Background: an optimization exercise with open tools, aiming at a short achievable clock period and few clock cycles per item. Do not read the settings as production practice.
Only simulation tests tie the RTL to the original design; equivalence was not proved.
Power is estimated from default activity; no workload was simulated.

## old
// rv_top
module rv_top (
  input  logic        clk,
  input  logic        reset,
  output logic [31:0] imem_addr,
  input  logic [31:0] imem_data,
  output logic [31:0] dmem_addr,
  output logic [31:0] write_data,
  input  logic [31:0] read_data,
  output logic        mem_req,
  output logic        mem_write
);
  localparam int BTB_IB = 5;               
  localparam int BTB_N  = 1 << BTB_IB;
  localparam int BTB_TB = 6;               
  localparam int BTB_AB = 13;              
  logic [31:0] pc;
  logic              btb_v   [BTB_N];
  logic [BTB_TB-1:0] btb_tag [BTB_N];
  logic [BTB_AB-1:1] btb_tgt [BTB_N];
  logic [1:0]        btb_ctr [BTB_N];
  logic              btb_p   [BTB_N];      
  logic              btb_lp  [BTB_N];      
  logic [3:0]        btb_trip[BTB_N];
  logic [3:0]        btb_cnt [BTB_N];
  logic [BTB_N-1:0]  f_oh;                  
  logic [BTB_TB-1:0] f_tag;
  logic              f_hit, f_pred_taken;
  logic [31:0]       f_pred_tgt, f_pc4;
  logic [BTB_AB-1:1] f_tgt_lo;
  assign imem_addr    = pc;
  assign f_tag        = pc[BTB_IB+BTB_TB+1:BTB_IB+2];
  logic [BTB_N-1:0] f_match, f_take;
  always_comb
    for (int i = 0; i < BTB_N; i++) begin
      f_match[i] = btb_v[i] && btb_tag[i] == f_tag;
      f_take[i]  = f_match[i] && btb_p[i];
    end
  assign f_hit        = |(f_oh & f_match);
  assign f_pred_taken = |(f_oh & f_take);
  always_comb begin
    f_tgt_lo = '0;
  ...
clock: 8.5 ns
lec_check: 0
abc_clock_period_in_ps: 2500
cap_margin: 20
core_margin: 2
core_utilization: 50
setup_slack_margin: 5
slew_margin: 20
run.sh (not shown) runs the stock make flow with config.mk's settings and CLKGATE_MAP_FILE= SYNTH_SCRIPT=/design/flow/synth_recipe.tcl, a recipe that flattens the netlist after the stock synthesis.
Testbench counts of old, summed over its fixed seeds: cycles 65,292, instrs 60,986.
The following lists how new was set up differently from old:
diff --git a/flow/design.v b/flow/design.v
--- a/flow/design.v
+++ b/flow/design.v
@@ -155,13 +155,13 @@
   logic        d_hit, d_pred_taken;
   logic [6:0]  d_opc;
   logic [2:0]  d_f3;
   logic [4:0]  d_rd, d_rs1, d_rs2;
   logic        d_is_r, d_is_addi, d_is_lw, d_is_sw, d_is_br, d_is_jal;
   logic        d_use1, d_use2, d_wr;
-  logic [31:0] d_imm_i, d_imm_s, d_off;
+  logic [31:0] d_imm_i, d_imm_s, d_imm_b, d_imm_j;
   logic [31:0] d_tgt, d_pc4;
   logic [31:0] rf_rd1, rf_rd2, d_v1, d_v2, d_a, d_b;
   logic        d_fa, d_fb, d_fs;
   logic        load_use, d_redirect;
   logic        e_valid;
   logic [31:0] e_a, e_b, e_sd, e_pc, e_pc4, e_tgt, e_pred_tgt;
@@ -218,17 +218,12 @@
     if (!load_use) begin
       d_ir         <= imem_data;
       d_pc         <= pc;
       d_hit        <= f_hit;
       d_pred_taken <= f_pred_taken;
       d_pred_tgt   <= f_pred_tgt;
-      d_off        <= imem_data[2] ?
-                      {{12{imem_data[31]}}, imem_data[19:12], imem_data[20],
-                       imem_data[30:21], 1'b0} :
-                      {{20{imem_data[31]}}, imem_data[7], imem_data[30:25],
-                       imem_data[11:8], 1'b0};
     end
   end
   assign d_opc = d_ir[6:0];
   assign d_f3  = d_ir[14:12];
   assign d_rd  = d_ir[11:7];
   assign d_rs1 = d_ir[19:15];
@@ -242,13 +237,18 @@
   assign d_is_jal  = d_opc == OP_JAL;
   assign d_use1 = d_is_r || d_is_addi || d_is_lw || d_is_sw || d_is_br;
   assign d_use2 = d_is_r || d_is_sw || d_is_br;
   assign d_wr   = (d_is_r || d_is_addi || d_is_lw || d_is_jal) && d_rd != 5'd0;
   assign d_imm_i = {{20{d_ir[31]}}, d_ir[31:20]};
   assign d_imm_s = {{20{d_ir[31]}}, d_ir[31:25], d_ir[11:7]};
-  rv_add32 u_dtgt (.a(d_pc), .b(d_off), .cin(1'b0), .s(d_tgt));
+  assign d_imm_b = {{20{d_ir[31]}}, d_ir[7], d_ir[30:25], d_ir[11:8], 1'b0};
+  assign d_imm_j = {{12{d_ir[31]}}, d_ir[19:12], d_ir[20], d_ir[30:21], 1'b0};
+  logic [31:0] d_tgt_b, d_tgt_j;
+  rv_add32 u_tgt_b (.a(d_pc), .b(d_imm_b), .cin(1'b0), .s(d_tgt_b));
+  rv_add32 u_tgt_j (.a(d_pc), .b(d_imm_j), .cin(1'b0), .s(d_tgt_j));
+  assign d_tgt = d_ir[2] ? d_tgt_j : d_tgt_b;
   assign d_pc4 = d_pc + 32'd4;
   logic rf_clear;
   always_ff @(posedge clk)
     rf_clear <= reset;
   rv_regfile u_regfile (
     .clk(clk), .reset(rf_clear),
Arrival time reported for the critical path endpoint essentially unchanged between old and new. Overall power consumption went up slightly going from old to new. Proportion of power drawn by flip-flops and latches: new and old compared, higher one is old. new vs. old: relative max-transition margin picked up an extra 0.61 points, first-pass GRT wire length picked up an extra 30000 µm, non-clock buffer count in the final layout picked up an extra about 20%, final critical-path required period neither gained nor lost much, proportion of layout cells with a drive suffix above 1 picked up an extra 1.8 points. Sort new and old by sequential share of layout area desc -> top: old. Ff count | new vs old | new lower. Delta (new minus old): length of routed met3 wiring rose by 5.6%, utilization rose by 0.53 points, final area rose by 0.81%. Share of the clock period used by the worst path after layout across new and old: no real change.
Testbench counts of new, summed over its fixed seeds: cycles 65,292, instrs 60,986.

* * *

rv_top, a different RTL version from the one above (not shown whole).
For scale: about 2600 flip-flops, roughly 160 I/O pins, ~110000 um^2 of cells after synthesis.
## rv_top
module rv_top (
  input  logic        clk,
  input  logic        reset,
  output logic [31:0] imem_addr,
  input  logic [31:0] imem_data,
  output logic [31:0] dmem_addr,
  output logic [31:0] write_data,
  input  logic [31:0] read_data,
  output logic        mem_req,
  output logic        mem_write
);
clock: 8.5 ns
lec_check: 0
abc_clock_period_in_ps: 2500
cap_margin: 20
core_margin: 2
core_utilization: 50
setup_slack_margin: 5
slew_margin: 20
The baseline completed without violations.
Testbench counts at the start, summed over its fixed seeds: cycles 65,292, instrs 60,986.
Then changed:
--- a/flow/design.v
+++ b/flow/design.v
@@ -48,44 +48,35 @@
     ALU_ADD, ALU_SUB, ALU_AND, ALU_OR, ALU_XOR, ALU_SLT
   } rv_alu_op_e;
   typedef enum logic [1:0] {RES_ALU, RES_MEM, RES_PC4} rv_result_src_e;
   typedef enum logic [1:0] {IMM_I, IMM_S, IMM_B, IMM_J} rv_imm_sel_e;
   typedef enum logic [1:0] {FWD_REG, FWD_MEM, FWD_WB} rv_fwd_sel_e;
 endpackage
 module rv_regfile (
-  input  logic                      clk,
-  input  logic                      reset,
-  input  logic [32-1:0]  rs1_oh,
-  input  logic [32-1:0]  rs2_oh,
-  input  logic [32-1:0]  we_oh,
-  input  logic [31:0]               wd,
-  output logic [31:0]               rd1,
-  output logic [31:0]               rd2
+  input  logic        clk,
+  input  logic        reset,
+  input  logic [4:0]  rs1,
+  input  logic [4:0]  rs2,
+  input  logic [4:0]  rd,
+  input  logic        we,
+  input  logic [31:0] wd,
+  output logic [31:0] rd1,
+  output logic [31:0] rd2
 );
-  logic [31:0]              regs [32];
-  logic [32-1:0] valid;
+  logic [31:0] regs [32];
   always_ff @(posedge clk) begin
-    for (int i = 1; i < 32; i++)
-      if (we_oh[i])
-        regs[i] <= wd;
-  end
-  always_ff @(posedge clk) begin
-    if (reset)
-      valid <= '0;
-    else
-      valid <= valid | {we_oh[32-1:1], 1'b0};
-  end
-  always_comb begin
-    rd1 = '0;
-    rd2 = '0;
-    for (int i = 1; i < 32; i++) begin
-      rd1 = rd1 | ({32{rs1_oh[i] & valid[i]}} & regs[i]);
-      rd2 = rd2 | ({32{rs2_oh[i] & valid[i]}} & regs[i]);
+    if (reset) begin
+      for (int i = 0; i < 32; i++)
+        regs[i] <= '0;
+    end else if (we && rd != 5'd0) begin
+      regs[rd] <= wd;
     end
   end
+  assign rd1 = (rs1 == 5'd0) ? '0 : regs[rs1];
+  assign rd2 = (rs2 == 5'd0) ? '0 : regs[rs2];
 endmodule
 module rv_add32 (
   input  logic [31:0] a,
   input  logic [31:0] b,
   input  logic        cin,
   output logic [31:0] s
 );
@@ -166,33 +157,28 @@
   logic [2:0]  d_f3;
   logic [4:0]  d_rd, d_rs1, d_rs2;
   logic        d_is_r, d_is_addi, d_is_lw, d_is_sw, d_is_br, d_is_jal;
   logic        d_use1, d_use2, d_wr;
   logic [31:0] d_imm_i, d_imm_s, d_imm_b, d_imm_j;
   logic [31:0] d_tgt, d_pc4;
   logic [31:0] rf_rd1, rf_rd2, d_v1, d_v2, d_a, d_b;
-  logic [31:0] d_oh1, d_oh2;              
-  function automatic logic [31:0] dec32(input logic [4:0] r);
-    dec32 = 32'd1 << r;
-  endfunction
   logic        d_fa, d_fb, d_fs;
   logic        load_use, d_redirect;
   logic        e_valid;
   logic [31:0] e_a, e_b, e_sd, e_pc, e_pc4, e_tgt, e_pred_tgt;
   logic        e_sub, e_and, e_or, e_xor, e_slt, e_add, e_logic;
   logic        e_wr, e_is_lw, e_is_sw, e_is_br, e_bne, e_is_jal;
   logic [4:0]  e_rd;
   logic        e_hit, e_pred_taken;
   logic        e_bwd, e_t4, e_dred;
   logic [31:0] x_a, x_b, x_bi, x_sum, x_res;
   logic        x_slt, x_eq, x_taken, x_tgt_ok, e_mispredict;
   logic [31:0] m_res, m_wd;
   logic        m_wr, m_is_lw;
   logic [4:0]  m_rd;
-  logic [31:0] m_we_oh;                   
   logic [31:0] pc_norm_t, pc_norm_n, pc_norm, e_red_eq, e_red_ne;
   logic        mis_t, mis_n, mis_eq, mis_ne, t_eq, t_ne;
   assign pc_norm_t = load_use ? pc : f_pred_tgt;
   assign pc_norm_n = load_use ? pc : f_pc4;
   assign pc_norm   = f_pred_taken ? pc_norm_t : pc_norm_n;
   assign mis_t = e_valid && !(e_pred_taken ? x_tgt_ok : (e_t4 && e_is_br));
   assign mis_n = e_valid && e_pred_taken;
@@ -233,16 +219,14 @@
   always_ff @(posedge clk) begin
     if (!load_use) begin
       d_ir         <= imem_data;
       d_pc         <= pc;
       d_hit        <= f_hit;
       d_pred_taken <= f_pred_taken;
       d_pred_tgt   <= f_pred_tgt;
-      d_oh1        <= dec32(imem_data[19:15]);
-      d_oh2        <= dec32(imem_data[24:20]);
     end
   end
   assign d_opc = d_ir[6:0];
   assign d_f3  = d_ir[14:12];
   assign d_rd  = d_ir[11:7];
   assign d_rs1 = d_ir[19:15];
   assign d_rs2 = d_ir[24:20];
@@ -266,15 +250,16 @@
   assign d_tgt = d_ir[2] ? d_tgt_j : d_tgt_b;
   assign d_pc4 = d_pc + 32'd4;
   logic rf_clear;
   always_ff @(posedge clk)
     rf_clear <= reset;
   rv_regfile u_regfile (
     .clk(clk), .reset(rf_clear),
-    .rs1_oh(d_oh1), .rs2_oh(d_oh2), .we_oh(m_we_oh), .wd(m_wd),
+    .rs1(d_rs1), .rs2(d_rs2),
+    .rd(m_rd), .we(m_wr), .wd(m_wd),
     .rd1(rf_rd1), .rd2(rf_rd2)
   );
   assign d_v1 = (m_wr && m_rd == d_rs1) ? m_wd : rf_rd1;
   assign d_v2 = (m_wr && m_rd == d_rs2) ? m_wd : rf_rd2;
   assign d_a = d_is_jal ? d_pc : d_v1;
   always_comb begin
     if (d_is_r || d_is_br)
@@ -441,20 +426,18 @@
       if (w_taken || !u_hit)
         btb_tgt[w_idx] <= w_tgt;
     end
   end
   always_ff @(posedge clk) begin
     if (reset) begin
       m_wr      <= 1'b0;
-      m_we_oh   <= '0;
       m_is_lw   <= 1'b0;
       mem_req   <= 1'b0;
     end else begin
       m_wr      <= e_valid && e_wr;
-      m_we_oh   <= (e_valid && e_wr) ? dec32(e_rd) : 32'd0;
       m_is_lw   <= e_valid && e_is_lw;
       mem_req   <= e_valid && (e_is_lw || e_is_sw);
     end
   end
   always_ff @(posedge clk) begin
     m_res     <= x_res;
     m_rd      <= e_rd;
What happened: The new run completed without violations. Cell count increases by 3.9%. Register-to-register slack loses 0.05 ns. Setup slack loses 0.046 ns. Utilization is about the same. Non-clock buffer count went down by 42. Total power grows by 12%.
Testbench counts after the change, summed over its fixed seeds: cycles 65,292, instrs 60,986.

re-timing with driven ports:
The results above use ideal ports. As a check the final layouts listed here were re-extracted and re-timed, cells and wires unchanged. Step 1 sets driving cells, clkbuf_16 on the clock port and buf_2 on the other inputs (assumed; they add their load-dependent delay and slew). Step 2 times the ports against the registers' clock, not the clock port: input delays grow and output delays shrink by t, the midpoint of the rising clock arrivals with the driver on. a / b / c = ideal / step 1 / step 2; a / b = the first two.
run | t, ns | setup slack, ns | worst data-port slew with drivers (ns) | cell pins on the clock port's net
old | 1.016 | 4.911 / 4.911 / 4.396 | 0.07 | 1
new | 1.035 | 4.913 / 4.913 / 4.376 | 0.07 | 1
the first run of note 2 | 1.027 | 4.864 / 4.864 / 4.033 | 0.08 | 1
the second run of note 2 | 1.016 | 4.819 / 4.819 / 4.303 | 0.20 | 1
After both steps setup and hold are still met in every run listed. The setup slack of the first run of note 2, which loses most, moves by 0.000 ns with the drivers and by -0.831 ns with both steps.
